From an optimization exercise on the open Yosys and OpenROAD flow, aimed at small area, a short achievable clock period and few clock cycles per item; shortcuts taken in it are not production practice. Function was checked by simulation only, so behaviour that the tests miss may differ from the original.

==> flow/design.v (outline; a module is shown in full before it is edited, if it fits) <==
// module idct_1d_serial: 2584 lines
module idct_1d_serial #(
    parameter int OFFSET = 0
) (
    input  logic        clk,
    input  logic        rst,
    input  logic [95:0] coef_in,
    input  logic        in_valid,
    output logic        in_ready,
    output logic [63:0] pix_out,
    output logic        out_valid,
    input  logic        out_ready
);
  // ...
==> flow/flow/run.sh <==
#!/bin/bash
# Standard ORFS layout with one extra step between synthesis and floorplan:
# fixinv.py cancels the inverters that Yosys's adder extraction leaves between full-adder
# cells (a full adder is self-dual, so flipping its polarity is a pure rewiring).
# flow/make_vars.txt, if present, lists extra ORFS make variables (one per line), e.g. the
# setup slack margin repair_timing aims for.  Every tool's output goes to its own log file.
set -euo pipefail
WORK=$(pwd)
RES=$WORK/orfs/results/${FLOW_PLATFORM}/idct_1d_serial/base
EXTRA=()
if [[ -f flow/make_vars.txt ]]; then
  while IFS= read -r line; do
    [[ -n "$line" ]] && EXTRA+=("$line")
  done < flow/make_vars.txt
fi
bash standard.sh ${EXTRA[@]+"${EXTRA[@]}"} "$RES/1_2_yosys.v" > "$WORK/synth.log" 2>&1
cp "$RES/1_2_yosys.v" "$WORK/1_2_yosys.orig.v"
python3 flow/fixinv.py "$WORK/1_2_yosys.orig.v" "$RES/1_2_yosys.v" > "$WORK/fixinv.log" 2>&1
bash standard.sh ${EXTRA[@]+"${EXTRA[@]}"} finish > "$WORK/layout.log" 2>&1
==> flow/flow/fixinv.py <==
#!/usr/bin/env python3
"""Cancel inverters around full-adder cells in a Yosys gate netlist.

A full adder is self-dual: FA(~a,~b,~c) = (~sum, ~cout).  Yosys's extract_fa picks
polarities cell by cell, which leaves inverters between adders.  This pass flips adders
(connects the complements of their inputs and complements their outputs) whenever that
lowers the number of inverters, then writes the netlist back.  The logic is unchanged.
usage: fixinv.py in.v out.v
"""
import re
import sys

OUTPINS = {'X', 'Y', 'Q', 'Q_N', 'SUM', 'COUT', 'HI', 'LO'}
INV = 'sky130_fd_sc_hd__inv_1'


def is_inv(t):
    return re.fullmatch(r'sky130_fd_sc_hd__(clk)?inv_\d+', t) is not None


def is_fa(t):
    return re.fullmatch(r'sky130_fd_sc_hd__fa_\d+', t) is not None


def main(src, dst):
    text = open(src).read()
    m = re.search(r'^(module .*?;\n)(.*?)^endmodule', text, re.S | re.M)
    head_mod, body = m.group(1), m.group(2)
    pre, post = text[:m.start()], text[m.end():]
    cell_re = re.compile(r'^  (sky130_fd_sc_hd__\w+) (\S+) \((.*?)\);\n', re.S | re.M)
    decls = []
    cells = {}
    order = []
    pos = 0
    for cm in cell_re.finditer(body):
        decls.append(body[pos:cm.start()])
        pos = cm.end()
        typ, name, pins = cm.group(1), cm.group(2), cm.group(3)
        pm = {}
        for p, n in re.findall(r'\.(\w+)\(((?:[^()])*)\)', pins):
            pm[p] = n.strip()
        cells[name] = [typ, pm]
        order.append(name)
    rest = body[pos:]
    if rest.strip():
        # assigns or other statements: keep them, but treat their nets as fixed
        pass
    declstr = ''.join(decls)
    outports = set()
    for om in re.finditer(r'^\s*output\s+(\[(\d+):(\d+)\]\s+)?(\S+?)\s*;', head_mod + declstr, re.M):
        if om.group(1):
            hi, lo = int(om.group(2)), int(om.group(3))
            for i in range(min(hi, lo), max(hi, lo) + 1):
                outports.add(f"{om.group(4)}[{i}]")
        else:
            outports.add(om.group(4))
    fixed = set(re.findall(r'[\\\w$\[\]\.]+', rest)) if rest.strip() else set()

    drv = {}
    loads = {}

    def add_load(n, c, p):
        loads.setdefault(n, set()).add((c, p))

    for c in order:
        typ, pm = cells[c]
        for p, n in pm.items():
            if p in OUTPINS:
                drv[n] = (c, p)
            else:
                add_load(n, c, p)
    for n in outports:
        add_load(n, '$PORT', n)

    cnt = [0]

    def newnet():
        cnt[0] += 1
        return f"_fixinv_{cnt[0]}_"

    def newinv(a):
        cnt[0] += 1
        c = f"_fixinvc_{cnt[0]}_"
        y = newnet()
        cells[c] = [INV, {'A': a, 'Y': y}]
        order.append(c)
        drv[y] = (c, 'Y')
        add_load(a, c, 'A')
        return c, y

    def inv_driver(n):
        d = drv.get(n)
        if d and d[0] in cells and is_inv(cells[d[0]][0]):
            return d[0]
        return None

    def inv_load(n):
        for c, p in loads.get(n, ()):
            if c != '$PORT' and c in cells and is_inv(cells[c][0]):
                return c
        return None

    def connect(c, p, n):
        old = cells[c][1][p]
        loads[old].discard((c, p))
        cells[c][1][p] = n
        add_load(n, c, p)

    def remove_cell(c):
        typ, pm = cells.pop(c)
        for p, n in pm.items():
            if p in OUTPINS:
                drv.pop(n, None)
            else:
                loads[n].discard((c, p))

    def gain(f):
        """inverters saved by flipping f (estimate)"""
        typ, pm = cells[f]
        g = 0
        for p in ('A', 'B', 'CIN'):
            n = pm[p]
            I = inv_driver(n)
            if I is not None:
                if len(loads[n]) == 1 and cells[I][1]['Y'] not in outports:
                    g += 1
            elif inv_load(n) is None:
                g -= 1
        for p in ('SUM', 'COUT'):
            o = pm[p]
            ls = loads.get(o, set())
            invs = [c for c, q in ls if c != '$PORT' and is_inv(cells[c][0])
                    and cells[c][1]['Y'] not in outports and cells[c][1]['Y'] not in fixed]
            others = len(ls) - len(invs)
            g += len(invs)
            if others:
                g -= 1
        return g

    def flip(f):
        typ, pm = cells[f]
        for p in ('A', 'B', 'CIN'):
            n = pm[p]
            I = inv_driver(n)
            if I is not None:
                connect(f, p, cells[I][1]['A'])
                if not loads[n] and n not in outports:
                    remove_cell(I)
            else:
                J = inv_load(n)
                y = cells[J][1]['Y'] if J else newinv(n)[1]
                connect(f, p, y)
        for p in ('SUM', 'COUT'):
            o = pm[p]
            o2 = newnet()
            drv.pop(o, None)
            cells[f][1][p] = o2
            drv[o2] = (f, p)
            ls = list(loads.get(o, set()))
            for c, q in ls:
                if c != '$PORT' and is_inv(cells[c][0]):
                    y = cells[c][1]['Y']
                    if y in outports or y in fixed:
                        continue
                    for c2, q2 in list(loads.get(y, set())):
                        connect(c2, q2, o2)
                    remove_cell(c)
            if loads.get(o):
                # remaining loads need the old polarity: o = ~o2
                cnt[0] += 1
                c = f"_fixinvc_{cnt[0]}_"
                cells[c] = [INV, {'A': o2, 'Y': o}]
                order.append(c)
                drv[o] = (c, 'Y')
                add_load(o2, c, 'A')

    def ninv():
        return sum(1 for c in cells if is_inv(cells[c][0]))

    before = ninv()
    fas = [c for c in order if is_fa(cells[c][0])]
    for it in range(20):
        changed = 0
        for f in fas:
            if gain(f) > 0:
                k0 = ninv()
                flip(f)
                changed += 1
        if not changed:
            break
    # merge inverters that share an input
    byin = {}
    for c in list(order):
        if c in cells and is_inv(cells[c][0]):
            a, y = cells[c][1]['A'], cells[c][1]['Y']
            if y in outports or y in fixed:
                continue
            if a in byin:
                keep = byin[a]
                ky = cells[keep][1]['Y']
                for c2, q2 in list(loads.get(y, set())):
                    connect(c2, q2, ky)
                remove_cell(c)
            else:
                byin[a] = c
    # drop inverters with no loads
    for c in list(order):
        if c in cells and is_inv(cells[c][0]):
            y = cells[c][1]['Y']
            if not loads.get(y) and y not in outports and y not in fixed:
                remove_cell(c)
    after = ninv()
    print(f"fixinv: inverters {before} -> {after}", file=sys.stderr)

    newnets = set()
    for c in order:
        if c in cells:
            for n in cells[c][1].values():
                if n.startswith('_fixinv_'):
                    newnets.add(n)
    out = [pre, head_mod, declstr]
    for n in sorted(newnets):
        out.append(f"  wire {n};\n")
    for c in order:
        if c not in cells:
            continue
        typ, pm = cells[c]
        pins = ',\n'.join(f"    .{p}({n}{' ' if n.startswith(chr(92)) else ''})" for p, n in pm.items())
        out.append(f"  {typ} {c} (\n{pins}\n  );\n")
    out.append(rest)
    out.append('endmodule')
    out.append(post)
    open(dst, 'w').write(''.join(out))


if __name__ == '__main__':
    main(sys.argv[1], sys.argv[2])
==> flow/flow/make_vars.txt <==
SETUP_SLACK_MARGIN=6.15
BUFFER_PORTS_ARGS=-buffer_cell sky130_fd_sc_hd__buf_1
==> flow/standard.sh <==
#!/bin/bash
# synth_recipe.tcl (not shown) runs the flow's synth.tcl, then flattens the netlist and writes it again
# the make line also repeats each setting of config.mk as NAME=value (left out here)
make -C /OpenROAD-flow-scripts/flow DESIGN_CONFIG=/design/flow/config.mk WORK_HOME=/design/flow/orfs CLKGATE_MAP_FILE= SYNTH_SCRIPT=/design/flow/synth_recipe.tcl "${@:-finish}"
==> flow/config.mk <==
export PLATFORM = sky130hd
export DESIGN_NAME = idct_1d_serial
export DESIGN_NICKNAME = idct_1d_serial
export VERILOG_FILES = /design/flow/design.v
export SDC_FILE = /design/flow/constraint.sdc
export NUM_CORES = 4
export LEC_CHECK = 0
export ABC_CLOCK_PERIOD_IN_PS = 3000
export CAP_MARGIN = 20
export CORE_MARGIN = 2
export CORE_UTILIZATION = 40
export CTS_BUF_LIST = sky130_fd_sc_hd__clkbuf_8
export SLEW_MARGIN = 20
==> flow/constraint.sdc <==
create_clock -name core_clock -period 11.0 [get_ports {clk}]
set_input_delay 2.2000 -clock core_clock [delete_from_list [all_inputs] [get_ports {clk}]]
set_output_delay 2.2000 -clock core_clock [all_outputs]
set_load 0.01 [all_outputs]
==> impl_metrics.py, run 1 <==
metrics = {
    "timing": {
        "setup_tns_ps": 0,
        "timing.max_slew.rel_slack_pct": 31.9,
        "timing.final.setup_violations": 0,
        "worst_pin_slew_ps": 1020,
    },
    "status": {
        "outcome": "finished clean",
    },
    "critical_path": {
        "worst_ep_arrival_time_ps": 2660,
        "worstSetupEndpointType": "output port",
        "critPathKind": "input port to output port",
        "cp_max_fo": 2,
    },
    "global_routing": {
        "grt_antenna_before_repair": 8,
        "grt_overflow_total": 0,
        "use_met2_pct": 33.7,
    },
    "floorplanning": {
        "well_tap_count": 1287,
        "fp-row-count": 115,
    },
    "drt": {
        "drcViolationCount": 0,
    },
    "final_layout": {
        "sh_seq_area_pct": 23.5,
        "fraction_of_standard_cell_area_in_multi_input_logic_pct": 61.9,
        "nonClockBufferCount": 296,
        "clock_buffer_count": 68,
        "clock_cell_share_of_area_pct": 2.97,
    },
    "place": {
        "post_dp_cell_area_um2": 41800,
    },
    "cts": {
        "post_cts_resized": 25,
        "clk_pin_slew_ps": 60,
    },
    "yosys": {
        "postSynthAreaPerCell_um2": 11.1,
    },
}
Testbench counts, summed over its fixed seeds: cycles 1,624, items 1,600.
==> inputs of run 2 (changes only) <==
--- a/flow/design.v
+++ b/flow/design.v
@@ -16,24 +16,24 @@
         if (t < 0) offset_pixel = 8'd0;
         else if (t > 255) offset_pixel = 8'd255;
         else offset_pixel = t[7:0];
     endfunction
     logic [1:0] v_q;
     logic ovn_q;
     logic en;
     assign en        = ovn_q | out_ready;
-    assign in_ready  = en;
+    assign in_ready  = out_ready;
     assign out_valid = !ovn_q;
     always_ff @(posedge clk or posedge rst) begin
         if (rst) begin
             v_q   <= '0;
             ovn_q <= 1'b1;
         end else if (en) begin
-            v_q   <= {v_q, in_valid};
+            v_q   <= {v_q, in_valid & out_ready};
             ovn_q <= !v_q[1];
         end
     end
     logic [12:0] s04_1;
     logic hs2;
     logic hc3;
     logic hs4;
     logic hc5;
==> flow/flow/make_vars.txt (replaced) <==
SETUP_SLACK_MARGIN=6.45
BUFFER_PORTS_ARGS=-buffer_cell sky130_fd_sc_hd__buf_1
==> impl_metrics.py, run 2 <==
metrics = {
    "status": {
        "outcome": "finished clean",
    },
    "floorplanning": {
        "die-width_um": 319,
        "die_h_um": 319,
        "placeableCoreArea_um2": 98300,
        "fp-row-count": 115,
        "initial_utilization_pct": 40.4,
        "fp.dieArea_um2": 102000,
        "ioPinCount": 166,
    },
    "drt": {
        "num_vias": 28200,
        "drt-wirelength-per-cell_um": 20.6,
        "viasPerCell": 5.28,
        "drcViolationCount": 0,
        "finalWirelength_um": 110000,
        "ant_nets": 0,
        "firstDrtPassIters": 5,
        "drt_iter0_markers": 1877,
    },
    "timing": {
        "finalCriticalPeriod_ps": 4610,
        "timing.final.setup_violations": 0,
        "fin_crit_sh_pct": 41.9,
        "setup_tns_ps": 0,
        "hold_viol": 0,
        "timing.max_slew.rel_slack_pct": 24.3,
        "worst_clock_skew_ps": 43.7,
        "max_freq_mhz": 217,
        "worst_pin_slew_ps": 1140,
        "drv_slew": 0,
        "rsz_0062_raised_after_global_routing": "true",
        "fin_ws_ps": 6390,
    },
    "critical_path": {
        "reg2reg_slack_ps": 6390,
        "worst_ep_required_time_ps": 11450,
        "critical_path.n_buffers_inverters": 0,
        "worst_ep_arrival_time_ps": 5060,
        "worst_path_max_delay_cell": "fa_1",
        "regToRegStartpoint": "d_q[6]",
        "timing.critical_path.mode_cell": "fa_1",
        "crit_path_cell_trace": "fa_2 > fa_1 > fa_1 > fa_1 > ha_4 > or3_4 > o221ai_4 > a31oi_4 > or4_4 > a31o_4 > a21oi_4 > xnor2_1",
        "critical-path-max-stage-delay_ps": 590,
        "worstSetupEndpointType": "register",
        "critPathKind": "register to register",
        "reg2reg_to": "eo1_q[11]",
        "timing.critical_path.max_delay_family": "adder cells",
        "worstRegToRegCells": 12,
        "cp-start-kind": "register",
        "cp_max_fo": 4,
    },
    "global_routing": {
        "grt_first_pass_wirelength_um": 169000,
        "grt_antenna_before_repair": 4,
        "grt_overflow_total": 0,
        "gr-usage-all-layers_pct": 21.8,
        "vias_in_the_first_global_route": 28900,
        "grt_start_max_net_pins": 160,
    },
    "final_layout": {
        "largest_register_ffs": 64,
        "layout.cells.most_common": "fa_1",
        "seqCellArea_um2": 10400,
        "final_cell_mix": "fa_1 (508), inv_1 (461), ha_1 (426)",
        "multiInputGateArea_um2": 28400,
        "fillerInstances": 9006,
        "largest_register_by_flop_count": "pix_q",
        "post-route-util_pct": 47.0,
        "syn2layout_area_growth_pct": 16.5,
        "drive_above_1_share_pct": 14.5,
        "num-nets-final": 5116,
        "final-instance-count-excl-fill": 5342,
    },
    "min_path": {
        "holdCritStartpoint": "v_q[1]",
        "hold_path_class": "register to register",
        "worst_hold_path.endpoint": "ovn_q",
        "min_path_cells": 1,
    },
    "flow_run": {
        "cap_viol_max_count": 0,
    },
    "place": {
        "port-buffer-count": 165,
        "gpl.final_weighted_congestion": 0.909,
        "pre_cts_slack_ps": 5850,
        "dp_hpwl_um": 88200,
        "place.detailed.instances": 4988,
    },
    "cts": {
        "clk_latency_ps": 720,
        "clk_pin_slew_ps": 60,
        "cts_buffers": 68,
        "holdBufCountCts": 0,
        "clock_tree.root_cell": "clkbuf_8",
        "cts-root-to-sink-buffers": 3,
        "tritoncts": "done",
        "htree_levels": 3,
        "clock_sinks": 348,
    },
    "yosys": {
        "synthesized_cell_area_um2": 39700,
        "yosys_warnings": 1,
        "postSynthAreaPerCell_um2": 11.1,
        "post_synthesis_net_count": 4683,
        "postSynthCellCount": 3570,
    },
}
run 2: stage by stage:
stage                     area [um^2]  hold slack, ps
after floorplan                 39700             363
after global placement          41800             368
after detailed placement        41800             382
after CTS                       44700             388
after global routing            46200             403
final                           46200             389
run 2: metal layers:
layer / track usage [%] / vias to the layer above / share of wire [%]
li1: - / 13300 / -
met1: 30.2 / 14000 / 45
met2: 34.7 / 788 / 46
met3: 3.92 / 170 / 6.3
met4: 6.77 / 0 / 3.1
met5: 0 / - / 0
run 2: timing repair:
item	CTS	global route
resized for setup	79	180
endpoints found under the setup margin	60	60
pin swaps	21	117
setup buffers	154	78
hold endpoints to repair	0	0
run 2: layout make-up:
cell class | count | area share (%)
Multi-Input combinational cell | 2701 | 61.6
Tap cell | 1287 | 3.49
Sequential cell | 348 | 22.6
Clock buffer | 69 | 2.06
Timing Repair Buffer | 402 | 5.34
Inverter | 482 | 4.02
Clock inverter | 47 | 0.907
Antenna cell | 6 | 0.0325
run 2: worst register-to-register path, stage by stage (launching register included):
cell and delay [ps]:
edfxtp_1 500, fa_2 430, fa_1 590, fa_1 460, fa_1 530, ha_4 200, or3_4 400, o221ai_4 240
a31oi_4 130, or4_4 440, a31o_4 250, a21oi_4 120, xnor2_1 70
run 2: worst max path at each step:
stage                            from  cells past startpoint  slack, ps          to
after global routing          x6_q[0]                     13       6260   eo1_q[11]
after CTS                     x6_q[0]                     14       6350   eo1_q[11]
after global placement    coef_in[25]                     12       5850  x5m3_q[11]
after detailed placement  coef_in[25]                     12       5850  x5m3_q[11]
after floorplan             out_ready                      2       3130     d_q[10]
final                          d_q[6]                     12       6390   eo1_q[11]
Testbench counts of run 2, summed over its fixed seeds: cycles 1,624, items 1,600.
==> inputs of run 3 (changes only) <==
==> flow/flow/make_vars.txt (replaced) <==
SETUP_SLACK_MARGIN=6.3
BUFFER_PORTS_ARGS=-buffer_cell sky130_fd_sc_hd__buf_1
==> impl_metrics.py, run 3 <==
metrics = {
    "floorplanning": {
        "ioPinCount": 166,
        "placeableCoreArea_um2": 98300,
        "fp-row-count": 115,
        "die-width_um": 319,
        "initial_utilization_pct": 40.4,
        "die_h_um": 319,
        "fp.dieArea_um2": 102000,
    },
    "cts": {
        "htree_levels": 3,
        "clock_sinks": 348,
        "clk_pin_slew_ps": 60,
        "cts_buffers": 68,
        "tritoncts": "done",
        "holdBufCountCts": 0,
        "clk_latency_ps": 700,
        "cts-root-to-sink-buffers": 3,
        "clock_tree.root_cell": "clkbuf_8",
    },
    "global_routing": {
        "grt_start_max_net_pins": 155,
        "grt_antenna_before_repair": 7,
        "gr-usage-all-layers_pct": 21.7,
        "grt_overflow_total": 0,
        "vias_in_the_first_global_route": 28500,
        "grt_first_pass_wirelength_um": 168000,
    },
    "final_layout": {
        "syn2layout_area_growth_pct": 13.3,
        "layout.cells.most_common": "fa_1",
        "largest_register_ffs": 64,
        "multiInputGateArea_um2": 27700,
        "final_cell_mix": "fa_1 (530), inv_1 (473), ha_1 (457)",
        "fillerInstances": 9187,
        "seqCellArea_um2": 10400,
        "final-instance-count-excl-fill": 5273,
        "largest_register_by_flop_count": "pix_q",
        "post-route-util_pct": 45.7,
        "drive_above_1_share_pct": 10.1,
        "num-nets-final": 5045,
    },
    "critical_path": {
        "cp_max_fo": 6,
        "critPathKind": "register to register",
        "cp-start-kind": "register",
        "worstSetupEndpointType": "register",
        "timing.critical_path.mode_cell": "fa_1",
        "critical_path.n_buffers_inverters": 1,
        "worst_ep_required_time_ps": 11400,
        "worst_path_max_delay_cell": "fa_2",
        "crit_path_cell_trace": "buf_4 > fa_2 > fa_1 > fa_1 > fa_1 > ha_4 > o21a_1 > o21a_1 > o221ai_2 > a31oi_2 > or4_4 > a31o_4 > a21oi_2 > xnor2_1",
        "timing.critical_path.max_delay_family": "adder cells",
        "critical-path-max-stage-delay_ps": 540,
        "worst_ep_arrival_time_ps": 5110,
        "worstRegToRegCells": 14,
        "crit_cells": 14,
    },
    "min_path": {
        "min_path_cells": 1,
        "hold_path_class": "register to register",
    },
    "drt": {
        "viasPerCell": 5.32,
        "drt-wirelength-per-cell_um": 20.8,
        "ant_nets": 0,
        "drcViolationCount": 0,
        "drt_iter0_markers": 2050,
        "firstDrtPassIters": 5,
        "finalWirelength_um": 110000,
        "num_vias": 28100,
    },
    "place": {
        "pre_cts_slack_ps": 5650,
        "dp_hpwl_um": 88900,
        "port-buffer-count": 165,
        "place.detailed.instances": 4985,
        "gpl.final_weighted_congestion": 0.930,
    },
    "yosys": {
        "yosys_warnings": 1,
        "post_synthesis_net_count": 4683,
        "postSynthAreaPerCell_um2": 11.1,
        "postSynthCellCount": 3570,
        "synthesized_cell_area_um2": 39700,
    },
    "timing": {
        "worst_clock_skew_ps": 51.9,
        "worst_pin_slew_ps": 1060,
        "hold_viol": 0,
        "max_freq_mhz": 212,
        "drv_slew": 0,
        "setup_tns_ps": 0,
        "timing.final.setup_violations": 0,
        "fin_ws_ps": 6290,
        "finalCriticalPeriod_ps": 4710,
        "rsz_0062_raised_after_global_routing": "true",
        "timing.max_slew.rel_slack_pct": 29.5,
        "hold_slack_ps": 371,
        "fin_crit_sh_pct": 42.8,
    },
    "status": {
        "outcome": "finished clean",
    },
    "flow_run": {
        "cap_viol_max_count": 0,
    },
}
## run 3: cell count changes in the layout (fill, tap and decap cells not counted), moves of 6 or more
cell / before / now
inv_2: 21 / 12
inv_1: 461 / 473
ha_1: 426 / 457
o21ai_2: 7 / 1
buf_4: 226 / 159
fa_2: 27 / 5
fa_1: 508 / 530
ha_4: 37 / 15
o21ai_0: 119 / 125
buf_6: 11 / 2
ha_2: 15 / 6
## run 3: final timing paths
| path | start | to | slack, ps |
|---|---|---|---|
| max in group asynchronous | rst | ovn_q | 9450 |
| min in group asynchronous | rst | v_q[1] | 1340 |
| setup reg to reg | d_q[4] | eo1_q[11] | 6290 |
| hold reg to reg | v_q[1] | ovn_q | 370 |
| setup / recovery | d_q[4] | eo1_q[11] | 6290 |
| hold / removal | v_q[1] | ovn_q | 370 |
## run 3: area by class of cell
class	count	share of cell area, %
inverters	482	4.11
repair buffers	331	4.31
flip-flops and latches	348	23.2
diodes	5	0.0279
clock inverters	50	0.875
clock buffers	69	2.11
multi-input cells	2701	61.7
well taps	1287	3.58
## run 3: stage by stage
step | area, um^2
after floorplan | 39700
after CTS | 43900
after global placement | 41800
after detailed placement | 41800
final | 44900
after global routing | 44900
## run 3: metal layers
metal	vias up	global-route usage [%]	wire [um]
li1	13100	-	-
met1	13900	29.5	48200
met2	843	35.2	50900
met3	160	4.24	7920
met4	2	6.08	2800
met5	-	0	13
## run 3: repair_timing
| item | in CTS | in global routing |
|---|---|---|
| setup buffers | 84 | 79 |
| setup endpoints to repair | 50 | 35 |
| pin swaps | 4 | 25 |
| gates resized for setup | 35 | 81 |
==> inputs of run 4 (changes only) <==
==> flow/flow/make_vars.txt (replaced) <==
SETUP_SLACK_MARGIN=6.45
BUFFER_PORTS_ARGS=-buffer_cell sky130_fd_sc_hd__buf_1
--- a/flow/config.mk
+++ b/flow/config.mk
@@ -7,3 +7,3 @@
 export LEC_CHECK = 0
-export ABC_CLOCK_PERIOD_IN_PS = 3000
+export ABC_CLOCK_PERIOD_IN_PS = 1200
 export CAP_MARGIN = 20
==> impl_metrics.py, run 4 <==
metrics = {
    "final_layout": {
        "drive_above_1_share_pct": 14.5,
        "num-nets-final": 5116,
        "post-route-util_pct": 47.0,
        "layout.cells.most_common": "fa_1",
        "syn2layout_area_growth_pct": 16.5,
        "largest_register_by_flop_count": "pix_q",
        "final_cell_mix": "fa_1 (508), inv_1 (461), ha_1 (426)",
        "largest_register_ffs": 64,
        "fillerInstances": 9006,
    },
    "timing": {
        "worst_pin_slew_ps": 1140,
        "fin_crit_sh_pct": 41.9,
        "setup_tns_ps": 0,
        "rsz_0062_raised_after_global_routing": "true",
        "timing.max_slew.rel_slack_pct": 24.3,
        "timing.final.setup_violations": 0,
        "drv_slew": 0,
        "max_freq_mhz": 217,
        "hold_viol": 0,
        "worst_clock_skew_ps": 43.7,
        "finalCriticalPeriod_ps": 4610,
    },
    "critical_path": {
        "critPathKind": "register to register",
        "worst_ep_required_time_ps": 11450,
        "worst_ep_arrival_time_ps": 5060,
        "cp_max_fo": 4,
        "critical_path.n_buffers_inverters": 0,
        "worst_path_max_delay_cell": "fa_1",
        "timing.critical_path.mode_cell": "fa_1",
        "cp-start-kind": "register",
        "critical-path-max-stage-delay_ps": 590,
        "crit_path_cell_trace": "fa_2 > fa_1 > fa_1 > fa_1 > ha_4 > or3_4 > o221ai_4 > a31oi_4 > or4_4 > a31o_4 > a21oi_4 > xnor2_1",
        "timing.critical_path.max_delay_family": "adder cells",
        "worstSetupEndpointType": "register",
    },
    "cts": {
        "htree_levels": 3,
        "tritoncts": "done",
        "holdBufCountCts": 0,
        "cts-root-to-sink-buffers": 3,
        "clock_sinks": 348,
        "clk_latency_ps": 720,
        "cts_buffers": 68,
        "clk_pin_slew_ps": 60,
        "clock_tree.root_cell": "clkbuf_8",
    },
    "global_routing": {
        "grt_overflow_total": 0,
        "gr-usage-all-layers_pct": 21.8,
        "grt_start_max_net_pins": 160,
        "grt_antenna_before_repair": 4,
        "grt_first_pass_wirelength_um": 169000,
        "vias_in_the_first_global_route": 28900,
    },
    "drt": {
        "finalWirelength_um": 110000,
        "drt_iter0_markers": 1877,
        "drt-wirelength-per-cell_um": 20.6,
        "firstDrtPassIters": 5,
        "viasPerCell": 5.28,
        "drcViolationCount": 0,
        "ant_nets": 0,
        "num_vias": 28200,
    },
    "place": {
        "port-buffer-count": 165,
        "gpl.final_weighted_congestion": 0.909,
        "dp_hpwl_um": 88200,
    },
    "yosys": {
        "postSynthCellCount": 3570,
        "postSynthAreaPerCell_um2": 11.1,
        "post_synthesis_net_count": 4683,
        "synthesized_cell_area_um2": 39700,
        "yosys_warnings": 1,
    },
    "floorplanning": {
        "placeableCoreArea_um2": 98300,
        "die_h_um": 319,
        "fp.dieArea_um2": 102000,
        "initial_utilization_pct": 40.4,
        "die-width_um": 319,
        "ioPinCount": 166,
        "fp-row-count": 115,
    },
    "status": {
        "outcome": "finished clean",
    },
    "min_path": {
        "hold_path_class": "register to register",
    },
    "flow_run": {
        "cap_viol_max_count": 0,
    },
}
run 4: cell types whose count changed in the layout (fill, tap and decap cells not counted), sizes merged:
| cell | delta |
|---|---|
| buf | +72 |
| bufinv | +2 |
| clkbuf | -1 |
| clkinv | -4 |
| clkinvlp | +2 |
| diode | +1 |
| inv | -3 |
run 4: final timing paths:
check	start	endpoint	slack [ps]	cells past startpoint
worst min register to register	v_q[1]	ovn_q	390	1
worst max-delay path	d_q[6]	eo1_q[11]	6390	12
max in group asynchronous	rst	ovn_q	9460	2
min in group asynchronous	rst	v_q[0]	1330	2
worst min-delay path	v_q[1]	ovn_q	390	1
worst max register to register	d_q[6]	eo1_q[11]	6390	12
run 4: metal layers:
layer	share of wire, %	vias up	GRT usage [%]
li1	-	13300	-
met1	45	14000	30.2
met2	46	788	34.7
met3	6.3	170	3.92
met4	3.1	0	6.77
met5	0	-	0
run 4: worst reg2reg max path: stages (launching register included):
cell and delay (ps):
edfxtp_1 500, fa_2 430, fa_1 590, fa_1 460, fa_1 530, ha_4 200, or3_4 400, o221ai_4 240
a31oi_4 130, or4_4 440, a31o_4 250, a21oi_4 120, xnor2_1 70
run 4: area by class of cell:
| class | instances | area, um^2 | area share, % |
|---|---|---|---|
| antenna | 6 | 15.0 | 0.0325 |
| sequential | 348 | 10400 | 22.6 |
| multi-input combinational | 2701 | 28400 | 61.6 |
| clock inverter | 47 | 419 | 0.907 |
| timing repair buffer | 402 | 2470 | 5.34 |
| inverter | 482 | 1860 | 4.02 |
| clock buffer | 69 | 950 | 2.06 |
| tap | 1287 | 1610 | 3.49 |
run 4: timing repair:
action,CTS,global route
endpoints found under the hold margin,0,0
setup endpoints to repair,60,60
gates resized for setup,79,180
pin swaps,21,117
setup buffers,154,78
run 4: through the flow:
stage                     cells  hold slack, ps  setup slack [ps]  instance area [um^2]
after floorplan            3570             363              3130                 39700
after global placement     4988             368              5850                 41800
after detailed placement   4988             382              5850                 41800
after CTS                  5258             388              6350                 44700
after global routing       5339             403              6260                 46200
final                      5342             389              6390                 46200
==> inputs of run 5 (changes only) <==
--- a/flow/flow/fixinv.py
+++ b/flow/flow/fixinv.py
@@ -190,2 +190,67 @@
             break
+    # half adders whose outputs are only used inverted, or whose inputs both come from
+    # inverters, become two plain gates that absorb those inverters
+    AREA = {'xor2': 8.7584, 'xnor2': 8.7584, 'and2': 6.256, 'nand2': 3.7536,
+            'nor2': 3.7536, 'or2': 6.256}
+    OUTPIN = {'xor2': 'X', 'xnor2': 'Y', 'and2': 'X', 'nand2': 'Y', 'nor2': 'Y', 'or2': 'X'}
+    INVERSE = {'xor2': 'xnor2', 'xnor2': 'xor2', 'and2': 'nand2', 'nand2': 'and2',
+               'nor2': 'or2', 'or2': 'nor2'}
+    nha = 0
+    has = [c for c in order if c in cells and re.fullmatch(r'sky130_fd_sc_hd__ha_1', cells[c][0])]
+    for h in has:
+        pm = cells[h][1]
+        na, nb, ns, nc = pm['A'], pm['B'], pm['SUM'], pm['COUT']
+        Ia, Ib = inv_driver(na), inv_driver(nb)
+        use_src = Ia is not None and Ib is not None and Ia != Ib
+        if use_src:
+            ia, ib = cells[Ia][1]['A'], cells[Ib][1]['A']
+            sfun, cfun = 'xor2', 'nor2'
+        else:
+            ia, ib = na, nb
+            sfun, cfun = 'xor2', 'and2'
+        plan = []
+        saved = 12.512
+        for net, fun in ((ns, sfun), (nc, cfun)):
+            ls = loads.get(net, set())
+            invs = [c for c, q in ls if c != '$PORT' and is_inv(cells[c][0])
+                    and cells[c][1]['Y'] not in outports and cells[c][1]['Y'] not in fixed]
+            if ls and len(invs) == len(ls):
+                plan.append((net, INVERSE[fun], invs))
+                saved += 3.7536 * len(invs)
+                saved -= AREA[INVERSE[fun]]
+            else:
+                plan.append((net, fun, []))
+                saved -= AREA[fun]
+        if use_src:
+            for I, n in ((Ia, na), (Ib, nb)):
+                if len(loads[n]) == 1 and cells[I][1]['Y'] not in outports:
+                    saved += 3.7536
+        if saved <= 0.01:
+            continue
+        remove_cell(h)
+        for net, fun, invs in plan:
+            cnt[0] += 1
+            c = f"_fixinvc_{cnt[0]}_"
+            if invs:
+                out = cells[invs[0]][1]['Y']
+                for I in invs:
+                    y = cells[I][1]['Y']
+                    remove_cell(I)
+                    if y != out:
+                        for c2, q2 in list(loads.get(y, set())):
+                            connect(c2, q2, out)
+            else:
+                out = net
+            cells[c] = ['sky130_fd_sc_hd__' + fun + '_1', {'A': ia, 'B': ib, OUTPIN[fun]: out}]
+            order.append(c)
+            drv[out] = (c, OUTPIN[fun])
+            add_load(ia, c, 'A')
+            add_load(ib, c, 'B')
+        if use_src:
+            for I, n in ((Ia, na), (Ib, nb)):
+                if I in cells and not loads.get(n) and n not in outports:
+                    remove_cell(I)
+        nha += 1
+    print(f"fixinv: half adders split into gates: {nha}", file=sys.stderr)
+
     # merge inverters that share an input
==> flow/flow/make_vars.txt (replaced) <==
SETUP_SLACK_MARGIN=6.3
BUFFER_PORTS_ARGS=-buffer_cell sky130_fd_sc_hd__buf_1
--- a/flow/config.mk
+++ b/flow/config.mk
@@ -7,3 +7,3 @@
 export LEC_CHECK = 0
-export ABC_CLOCK_PERIOD_IN_PS = 1200
+export ABC_CLOCK_PERIOD_IN_PS = 3000
 export CAP_MARGIN = 20
@@ -12,2 +12,3 @@
 export CTS_BUF_LIST = sky130_fd_sc_hd__clkbuf_8
+export GPL_TIMING_DRIVEN = 0
 export SLEW_MARGIN = 20
==> impl_metrics.py, run 5 <==
metrics = {
    "status": {
        "outcome": "finished clean",
    },
    "critical_path": {
        "reg2reg_to": "eo3_q[24]",
        "regToRegStartpoint": "x3_q[6]",
        "cp-start-kind": "register",
        "crit_path_cell_trace": "inv_2 > fa_1 > fa_1 > fa_1 > fa_1 > ha_1 > nand3_1 > nand2_1 > a2111oi_4 > o21bai_1 > nand4_1 > nand3_1 > o41ai_4 > xnor2_2",
        "reg2reg_slack_ps": 6240,
        "cp_max_fo": 6,
        "worst_ep_arrival_time_ps": 5200,
        "worst_path_max_delay_cell": "fa_1",
        "worstRegToRegCells": 14,
        "worstSetupEndpointType": "register",
        "critPathKind": "register to register",
        "critical-path-max-stage-delay_ps": 550,
        "timing.critical_path.mode_cell": "fa_1",
        "worst_ep_required_time_ps": 11440,
    },
    "yosys": {
        "post_synthesis_net_count": 4605,
        "yosys_warnings": 1,
        "postSynthCellCount": 3547,
        "synthesized_cell_area_um2": 39400,
        "postSynthAreaPerCell_um2": 11.1,
    },
    "timing": {
        "timing.final.setup_violations": 0,
        "hold_viol": 0,
        "max_freq_mhz": 210,
        "drv_slew": 0,
        "setup_tns_ps": 0,
        "timing.max_slew.rel_slack_pct": 43.0,
        "fin_crit_sh_pct": 43.3,
        "worst_clock_skew_ps": 49.1,
        "worst_pin_slew_ps": 844,
        "finalCriticalPeriod_ps": 4760,
        "rsz_0062_raised_after_global_routing": "true",
    },
    "drt": {
        "ant_nets": 0,
        "viasPerCell": 5.29,
        "drcViolationCount": 0,
        "drt-wirelength-per-cell_um": 20.2,
        "finalWirelength_um": 108000,
        "firstDrtPassIters": 7,
        "drt_iter0_markers": 1916,
        "num_vias": 28100,
    },
    "final_layout": {
        "drive_above_1_share_pct": 13.1,
        "largest_register_ffs": 64,
        "post-route-util_pct": 46.6,
        "layout.cells.most_common": "fa_1",
        "final_cell_mix": "fa_1 (521), ha_1 (393), inv_1 (392)",
        "num-nets-final": 5040,
        "syn2layout_area_growth_pct": 16.0,
        "largest_register_by_flop_count": "pix_q",
    },
    "global_routing": {
        "vias_in_the_first_global_route": 28800,
        "grt_antenna_before_repair": 2,
        "gr-usage-all-layers_pct": 21.4,
        "grt_start_max_net_pins": 37,
        "grt_first_pass_wirelength_um": 166000,
        "grt_overflow_total": 0,
    },
    "cts": {
        "cts-root-to-sink-buffers": 3,
        "clock_tree.root_cell": "clkbuf_8",
        "holdBufCountCts": 0,
        "cts_buffers": 68,
        "clk_latency_ps": 730,
        "clock_sinks": 348,
        "htree_levels": 3,
        "tritoncts": "done",
        "clk_pin_slew_ps": 60,
    },
    "flow_run": {
        "cap_viol_max_count": 0,
    },
    "min_path": {
        "holdCritStartpoint": "v_q[1]",
        "min_path_cells": 1,
        "hold_path_class": "register to register",
        "worst_hold_path.endpoint": "ovn_q",
    },
    "floorplanning": {
        "placeableCoreArea_um2": 98000,
        "fp.dieArea_um2": 101000,
        "ioPinCount": 166,
        "fp-row-count": 115,
        "die_h_um": 318,
        "initial_utilization_pct": 40.2,
        "die-width_um": 318,
    },
    "place": {
        "gpl.final_weighted_congestion": 0.924,
        "port-buffer-count": 165,
        "dp_hpwl_um": 86600,
    },
}
[run 5: critical path: cells and delay by family (launching register included)]
family,cells,cell delay (ps)
fa+ha+maj,5,2360
flops,1,470
buf+inv,1,190
xor+xnor,1,140
compound gates,3,850
simple gates,4,460
[run 5: stage by stage]
stage	hold WS (ps)	setup slack, ps	area (um^2)	cells
after floorplan	363	3130	39400	3547
after global placement	366	333	41600	4999
after detailed placement	372	5250	41800	5010
after CTS	378	6130	44600	5248
after global routing	392	6120	45700	5318
final	376	6240	45700	5318
[run 5: cell type report]
class                   count  area [um^2]
diodes                      1         2.50
fillers                  8964        52300
well taps                1287         1610
plain buffers              39          183
repair buffers            365         2320
flip-flops and latches    348        10400
inverters                 409         1560
clock inverters            49          383
clock buffers              69          950
multi-input cells        2751        28200
[run 5: how the worst max path moves through the flow]
stage / from / to / slack (ps) / cells after the start
after floorplan: out_ready / d_q[10] / 3130 / 2
after global placement: out_ready / x2m3_q[11] / 330 / 3
after detailed placement: x7_q[1] / eo3_q[24] / 5250 / 14
after CTS: x3_q[6] / eo3_q[24] / 6130 / 13
after global routing: x3_q[5] / eo3_q[24] / 6120 / 15
final: x3_q[6] / eo3_q[24] / 6240 / 14
[run 5: per-layer routing]
layer	up-vias	share of wire (%)	track usage (%)
li1	13300	-	-
met2	796	47	34.8
met1	13900	44	29.0
met5	-	0.012	0
met3	141	6.6	4.08
met4	2	2.5	6.39
[run 5: what timing repair did]
action                     4_1_cts  5_1_grt
setup buffers                  120       69
setup endpoints to repair       66       46
gates resized for setup        109      124
pin swaps                       40      101
==> inputs of run 6 (changes only) <==
--- a/flow/config.mk
+++ b/flow/config.mk
@@ -12,3 +12,2 @@
 export CTS_BUF_LIST = sky130_fd_sc_hd__clkbuf_8
-export GPL_TIMING_DRIVEN = 0
 export SLEW_MARGIN = 20
==> impl_metrics.py, run 6 <==
metrics = {
    "place": {
        "gpl.final_weighted_congestion": 0.936,
        "dp_hpwl_um": 88500,
        "port-buffer-count": 165,
    },
    "cts": {
        "clk_latency_ps": 700,
        "htree_levels": 3,
        "cts-root-to-sink-buffers": 3,
        "clk_pin_slew_ps": 60,
        "tritoncts": "done",
        "clock_sinks": 348,
        "cts_buffers": 71,
        "clock_tree.root_cell": "clkbuf_8",
        "holdBufCountCts": 0,
    },
    "drt": {
        "drcViolationCount": 0,
        "drt_iter0_markers": 1760,
        "firstDrtPassIters": 5,
        "viasPerCell": 5.27,
        "finalWirelength_um": 109000,
        "drt-wirelength-per-cell_um": 20.6,
        "ant_nets": 0,
        "num_vias": 27800,
    },
    "critical_path": {
        "worst_ep_required_time_ps": 11440,
        "cp_max_fo": 5,
        "cp-start-kind": "register",
        "worstSetupEndpointType": "register",
        "critPathKind": "register to register",
        "worst_ep_arrival_time_ps": 5120,
    },
    "global_routing": {
        "vias_in_the_first_global_route": 28400,
        "gr-usage-all-layers_pct": 21.6,
        "grt_start_max_net_pins": 154,
        "grt_first_pass_wirelength_um": 166000,
        "grt_overflow_total": 0,
        "grt_antenna_before_repair": 5,
    },
    "floorplanning": {
        "die_h_um": 318,
        "fp-row-count": 115,
        "die-width_um": 318,
        "ioPinCount": 166,
        "placeableCoreArea_um2": 98000,
        "fp.dieArea_um2": 101000,
        "initial_utilization_pct": 40.2,
    },
    "status": {
        "outcome": "finished clean",
    },
    "yosys": {
        "post_synthesis_net_count": 4605,
        "synthesized_cell_area_um2": 39400,
        "postSynthAreaPerCell_um2": 11.1,
        "postSynthCellCount": 3547,
        "yosys_warnings": 1,
    },
    "final_layout": {
        "num-nets-final": 5002,
        "drive_above_1_share_pct": 11.5,
        "fillerInstances": 9136,
        "syn2layout_area_growth_pct": 14.1,
        "largest_register_ffs": 64,
        "final_cell_mix": "fa_1 (524), ha_1 (396), inv_1 (392)",
        "largest_register_by_flop_count": "pix_q",
        "layout.cells.most_common": "fa_1",
    },
    "timing": {
        "finalCriticalPeriod_ps": 4680,
        "timing.final.setup_violations": 0,
        "max_freq_mhz": 214,
        "worst_pin_slew_ps": 995,
        "timing.max_slew.rel_slack_pct": 33.6,
        "setup_tns_ps": 0,
        "hold_viol": 0,
        "fin_crit_sh_pct": 42.5,
        "rsz_0062_raised_after_global_routing": "true",
        "worst_clock_skew_ps": 24.6,
        "drv_slew": 0,
    },
    "min_path": {
        "hold_path_class": "register to register",
    },
    "flow_run": {
        "cap_viol_max_count": 0,
    },
}
run 6: per-stage QoR:
stage	instance area, um^2	instances	setup WS [ps]	utilization, %	hold WS, ps
2_1_floorplan	39400	3547	3130	-	363
3_3_place_gp	41500	4965	5640	42.3	366
3_5_place_dp	41500	4965	5590	42.3	381
4_1_cts	43600	5171	6240	44.5	389
5_1_grt	44900	5284	6120	45.9	407
6_report	44900	5285	6320	45.9	387
run 6: worst max-delay path, cell delays in order, from the launching register on:
cell and delay [ps]:
edfxtp_1 490, buf_4 210, fa_1 450, fa_1 520
fa_1 520, fa_1 590, ha_4 240, o21a_1 190
o21ai_1 220, a31oi_4 60, or4_4 510, a31o_4 240
a21oi_4 120, xnor2_1 80
run 6: worst paths after layout:
| check | cells after the start | from | slack [ps] | endpoint |
|---|---|---|---|---|
| max | 13 | d_q[5] | 6320 | eo1_q[11] |
| min | 1 | v_q[1] | 390 | ovn_q |
| max reg2reg | 13 | d_q[5] | 6320 | eo1_q[11] |
| min reg2reg | 1 | v_q[1] | 390 | ovn_q |
| max in group asynchronous | 2 | rst | 9450 | ovn_q |
| min in group asynchronous | 2 | rst | 1340 | v_q[0] |
run 6: what timing repair did:
| action | 4_1_cts | 5_1_grt |
|---|---|---|
| pin swaps | 11 | 61 |
| resized for setup | 49 | 106 |
| endpoints found under the hold margin | 0 | 0 |
| endpoints found under the setup margin | 56 | 47 |
| setup buffers | 81 | 112 |
| cloned | 0 | 0 |
run 6: cell type report:
cell class              count  area, um^2  share of cell area (%)
repair buffers            363        2160                    4.80
clock inverters            53         307                   0.682
diodes                      2        5.00                  0.0111
well taps                1287        1610                    3.58
multi-input cells        2751       27900                    62.0
clock buffers              72         991                    2.20
inverters                 409        1570                    3.49
flip-flops and latches    348       10400                    23.2
run 6: per-layer routing:
layer,routed length (um),vias up,GRT usage (%)
met5,53,-,0
met4,3330,8,6.44
met3,7830,169,5.77
met2,50400,775,34.7
met1,47500,13700,28.5
li1,-,13200,-
==> inputs of run 7 (changes only) <==
--- a/flow/config.mk
+++ b/flow/config.mk
@@ -12,2 +12,3 @@
 export CTS_BUF_LIST = sky130_fd_sc_hd__clkbuf_8
+export PLACE_DENSITY = 0.75
 export SLEW_MARGIN = 20
==> impl_metrics.py, run 7 <==
metrics = {
    "critical_path": {
        "crit_cells": 13,
        "regToRegStartpoint": "x3_q[8]",
        "worstSetupEndpointType": "register",
        "worst_ep_arrival_time_ps": 5130,
        "timing.critical_path.max_delay_family": "adder cells",
        "timing.critical_path.mode_cell": "fa_1",
        "worstRegToRegCells": 13,
        "cp_max_fo": 4,
        "critPathKind": "register to register",
        "worst_path_max_delay_cell": "fa_1",
        "worst_ep_required_time_ps": 11430,
        "critical_path.n_buffers_inverters": 2,
        "cp-start-kind": "register",
        "crit_path_cell_trace": "clkinvlp_4 > fa_1 > fa_1 > fa_1 > inv_1 > fa_1 > ha_4 > and3_1 > o311a_1 > o41ai_4 > o31ai_2 > o41a_1 > xor2_1",
        "critical-path-max-stage-delay_ps": 580,
        "reg2reg_to": "eo0_q[24]",
        "reg2reg_slack_ps": 6300,
    },
    "final_layout": {
        "layout.cells.most_common": "fa_1",
        "largest_register_by_flop_count": "pix_q",
        "largest_register_ffs": 64,
        "syn2layout_area_growth_pct": 13.3,
        "num-nets-final": 4980,
        "drive_above_1_share_pct": 10.6,
        "final_cell_mix": "fa_1 (532), ha_1 (400), inv_1 (398)",
    },
    "global_routing": {
        "grt_antenna_before_repair": 5,
        "vias_in_the_first_global_route": 28500,
        "grt_overflow_total": 0,
        "grt_first_pass_wirelength_um": 165000,
        "gr-usage-all-layers_pct": 21.0,
        "grt_start_max_net_pins": 196,
    },
    "drt": {
        "drt-wirelength-per-cell_um": 20.7,
        "ant_nets": 0,
        "viasPerCell": 5.42,
        "drcViolationCount": 0,
        "num_vias": 28500,
        "finalWirelength_um": 109000,
        "firstDrtPassIters": 5,
        "drt_iter0_markers": 2250,
    },
    "place": {
        "gpl.final_weighted_congestion": 0.978,
        "port-buffer-count": 165,
        "pre_cts_slack_ps": 5780,
        "dp_hpwl_um": 87000,
    },
    "cts": {
        "tritoncts": "done",
        "cts-root-to-sink-buffers": 3,
        "clk_latency_ps": 700,
        "htree_levels": 2,
        "clock_tree.root_cell": "clkbuf_8",
        "holdBufCountCts": 0,
        "cts_buffers": 61,
        "clock_sinks": 348,
        "clk_pin_slew_ps": 70,
    },
    "floorplanning": {
        "ioPinCount": 166,
        "initial_utilization_pct": 40.2,
        "placeableCoreArea_um2": 98000,
        "fp.dieArea_um2": 101000,
        "die-width_um": 318,
        "die_h_um": 318,
        "fp-row-count": 115,
    },
    "timing": {
        "hold_viol": 0,
        "worst_pin_slew_ps": 892,
        "fin_crit_sh_pct": 42.8,
        "finalCriticalPeriod_ps": 4700,
        "drv_slew": 0,
        "worst_clock_skew_ps": 31.4,
        "rsz_0062_raised_after_global_routing": "true",
        "fin_ws_ps": 6300,
        "timing.max_slew.rel_slack_pct": 40.5,
        "max_freq_mhz": 213,
        "setup_tns_ps": 0,
        "timing.final.setup_violations": 0,
        "hold_slack_ps": 391,
    },
    "min_path": {
        "min_path_cells": 1,
        "worst_hold_path.endpoint": "ovn_q",
        "holdCritStartpoint": "v_q[1]",
        "hold_path_class": "register to register",
    },
    "status": {
        "outcome": "finished clean",
    },
    "yosys": {
        "yosys_warnings": 1,
        "post_synthesis_net_count": 4605,
        "postSynthCellCount": 3547,
        "postSynthAreaPerCell_um2": 11.1,
        "synthesized_cell_area_um2": 39400,
    },
    "flow_run": {
        "cap_viol_max_count": 0,
    },
}
run 7: how the worst max path moves through the flow:
stage	from	end	slack (ps)
after detailed placement	x2m3_q[0]	eo3_q[11]	5780
after CTS	x2_q[1]	eo0_q[26]	6300
final	x3_q[8]	eo0_q[24]	6300
after floorplan	out_ready	d_q[10]	3130
after global placement	x1_q[1]	eo0_q[24]	5810
after global routing	x3_q[7]	eo0_q[24]	6160
run 7: final cells by class:
type	count	area [um^2]
Antenna cell	3	7.51
Clock buffer	67	922
Clock inverter	46	298
Fill cell	8766	53400
Inverter	409	1570
Multi-Input combinational cell	2751	27700
Sequential cell	348	10400
Tap cell	1287	1610
Timing Repair Buffer	351	2080
run 7: what timing repair did:
item | 4_1_cts | 5_1_grt
pin swaps | 5 | 36
cloned | 0 | 0
setup buffers | 75 | 104
gates resized for setup | 40 | 81
setup endpoints to repair | 48 | 40
run 7: worst reg2reg max path, cell delays in order, from the launching register on:
cell and delay [ps]:
edfxtp_1 440, clkinvlp_4 210, fa_1 580, fa_1 440
fa_1 560, inv_1 60, fa_1 520, ha_4 220
and3_1 210, o311a_1 170, o41ai_4 440, o31ai_2 130
o41a_1 330, xor2_1 150
run 7: per-layer routing:
layer	global-route usage [%]	share of wire, %	vias to the layer above
met4	6.07	3.4	6
li1	-	-	13100
met1	27.9	42	14100
met5	0	0.040	-
met3	3.85	7.2	223
met2	35.1	47	1056
run 7: per-stage QoR:
step	cell area [um^2]	instances	util [%]
after floorplan	39400	3547	-
after global placement	41500	4965	42.3
after detailed placement	41500	4965	42.3
after CTS	43400	5153	44.3
after global routing	44600	5260	45.5
final	44600	5262	45.5
==> inputs of run 8 (changes only) <==
==> flow/flow/make_vars.txt (replaced) <==
SETUP_SLACK_MARGIN=6.36
BUFFER_PORTS_ARGS=-buffer_cell sky130_fd_sc_hd__buf_1
--- a/flow/config.mk
+++ b/flow/config.mk
@@ -12,3 +12,2 @@
 export CTS_BUF_LIST = sky130_fd_sc_hd__clkbuf_8
-export PLACE_DENSITY = 0.75
 export SLEW_MARGIN = 20
==> impl_metrics.py, run 8 <==
metrics = {
    "critical_path": {
        "worst_ep_arrival_time_ps": 5080,
        "worstSetupEndpointType": "register",
        "worst_ep_required_time_ps": 11440,
        "cp-start-kind": "register",
        "critPathKind": "register to register",
        "cp_max_fo": 6,
        "worstRegToRegCells": 14,
    },
    "final_layout": {
        "final-instance-count-excl-fill": 5283,
        "final_cell_mix": "fa_1 (520), inv_1 (395), ha_1 (389)",
        "seqCellArea_um2": 10400,
        "multiInputGateArea_um2": 28000,
        "layout.cells.most_common": "fa_1",
        "fillerInstances": 9035,
        "stdcell_area_um2": 45200,
        "largest_register_ffs": 64,
        "syn2layout_area_growth_pct": 14.8,
        "largest_register_by_flop_count": "pix_q",
        "num-nets-final": 4999,
        "drive_above_1_share_pct": 12.3,
        "post-route-util_pct": 46.1,
    },
    "min_path": {
        "hold_path_class": "register to register",
        "min_path_cells": 1,
    },
    "global_routing": {
        "grt_antenna_before_repair": 3,
        "grt_first_pass_wirelength_um": 165000,
        "gr-usage-all-layers_pct": 21.5,
        "grt_overflow_total": 0,
        "grt_start_max_net_pins": 89,
        "vias_in_the_first_global_route": 28200,
    },
    "cts": {
        "clock_tree.root_cell": "clkbuf_8",
        "clock_sinks": 348,
        "clk_pin_slew_ps": 70,
        "tritoncts": "done",
        "clk_latency_ps": 700,
        "cts-root-to-sink-buffers": 3,
        "cts_buffers": 67,
        "htree_levels": 3,
    },
    "floorplanning": {
        "die_h_um": 318,
        "placeableCoreArea_um2": 98000,
        "initial_utilization_pct": 40.2,
        "fp.dieArea_um2": 101000,
        "die-width_um": 318,
        "ioPinCount": 166,
        "fp-row-count": 115,
    },
    "timing": {
        "rsz_0062_raised_after_global_routing": "true",
        "hold_viol": 0,
        "timing.final.setup_violations": 0,
        "timing.max_slew.rel_slack_pct": 39.0,
        "drv_slew": 0,
        "max_freq_mhz": 215,
        "hold_slack_ps": 376,
        "worst_pin_slew_ps": 916,
        "fin_crit_sh_pct": 42.2,
        "setup_tns_ps": 0,
        "finalCriticalPeriod_ps": 4640,
        "worst_clock_skew_ps": 40.4,
    },
    "yosys": {
        "post_synthesis_net_count": 4605,
        "synthesized_cell_area_um2": 39400,
        "postSynthCellCount": 3547,
        "yosys_warnings": 1,
        "postSynthAreaPerCell_um2": 11.1,
    },
    "place": {
        "gpl.final_weighted_congestion": 0.910,
        "port-buffer-count": 165,
        "post_dp_cell_area_um2": 41500,
        "dp_hpwl_um": 88100,
        "place.detailed.instances": 4967,
    },
    "drt": {
        "drcViolationCount": 0,
        "finalWirelength_um": 109000,
        "drt_iter0_markers": 1826,
        "drt-wirelength-per-cell_um": 20.6,
        "num_vias": 27800,
        "firstDrtPassIters": 5,
        "viasPerCell": 5.26,
        "ant_nets": 0,
    },
    "status": {
        "outcome": "finished clean",
    },
    "flow_run": {
        "cap_viol_max_count": 0,
    },
}
## run 8: repair_timing
item | CTS | global route
hold buffers | 0 | 0
endpoints found under the setup margin | 59 | 56
pin swaps | 25 | 57
buffers inserted | 114 | 78
resized for setup | 70 | 122
## run 8: stage by stage
step | worst slack [ps]
finish | 6360
CTS | 6270
global placement | 5690
floorplan | 3130
detailed placement | 5670
global route | 6230
## run 8: final timing paths
| check | startpoint | endpoint | slack [ps] |
|---|---|---|---|
| min reg2reg | v_q[1] | ovn_q | 380 |
| max | d_q[5] | eo1_q[11] | 6360 |
| min in group asynchronous | rst | v_q[0] | 1340 |
| min | v_q[1] | ovn_q | 380 |
| max in group asynchronous | rst | ovn_q | 9460 |
| max reg2reg | d_q[5] | eo1_q[11] | 6360 |
## run 8: cell type report
class / count / area share, %
inverter: 409 / 3.48
sequential: 348 / 23.1
tap: 1287 / 3.56
multi-input combinational: 2751 / 62.0
timing repair buffer: 364 / 4.75
antenna: 2 / 0.0111
clock buffer: 70 / 2.13
clock inverter: 52 / 0.982
## run 8: worst max-delay path, cell delays in order (launching register included)
cell	delay [ps]
edfxtp_1	490
buf_6	170
ha_4	250
fa_1	430
fa_1	490
fa_1	600
ha_4	240
o21a_1	170
o21a_1	190
o221ai_2	230
a31oi_2	150
or4_4	500
a31o_4	230
a21oi_2	150
xnor2_1	80
## run 8: metal layers
metal / up-vias / global-route usage (%) / part of all wire (%)
met5: - / 0 / 0.017
met2: 817 / 34.0 / 45
met3: 182 / 5.87 / 7.4
met1: 13600 / 28.6 / 44
met4: 4 / 6.91 / 3.3
li1: 13100 / - / -

==> static timing again, ports no longer ideal <==
How much do the figures lean on ideal ports? The routed layouts below were timed once more, with nothing changed but the port constraints.
Step 1 (the two cells are an assumption about what drives the block):
set clk [get_ports {clk}]
set_driving_cell -lib_cell sky130_fd_sc_hd__clkbuf_16 $clk
set_driving_cell -lib_cell sky130_fd_sc_hd__buf_2 [delete_from_list [all_inputs] $clk]
Step 2 times the ports against the registers' clock, not the clock port: input delays grow and output delays shrink by t, the midpoint of the rising clock arrivals with the driver on.
Slacks: ideal ports / drivers / drivers and shift; pairs: ideal ports / drivers.
run | shift t [ns] | slack for setup (ns) | clock arrival spread, ns | slew at the worst register clock pin (ns)
run 1 | 0.729 | 6.140 / 6.109 / 5.751 | 0.058 / 0.058 | 0.08 / 0.08
run 2 | 0.761 | 6.388 / 6.356 / 5.936 | 0.044 / 0.044 | 0.06 / 0.06
run 3 | 0.744 | 6.290 / 6.290 / 5.868 | 0.052 / 0.052 | 0.08 / 0.08
run 4 | 0.761 | 6.388 / 6.356 / 5.936 | 0.044 / 0.044 | 0.06 / 0.06
run 5 | 0.770 | 6.236 / 6.236 / 5.681 | 0.049 / 0.049 | 0.07 / 0.07
run 6 | 0.752 | 6.322 / 6.304 / 5.797 | 0.029 / 0.029 | 0.07 / 0.07
run 7 | 0.748 | 6.297 / 6.281 / 5.831 | 0.034 / 0.034 | 0.07 / 0.07
run 8 | 0.751 | 6.358 / 6.347 / 5.829 | 0.042 / 0.042 | 0.07 / 0.07
After both steps setup and hold are still met in every run listed. For run 5, which loses most, drivers alone change the setup slack by 0.000 ns; drivers and shift together by -0.555 ns.
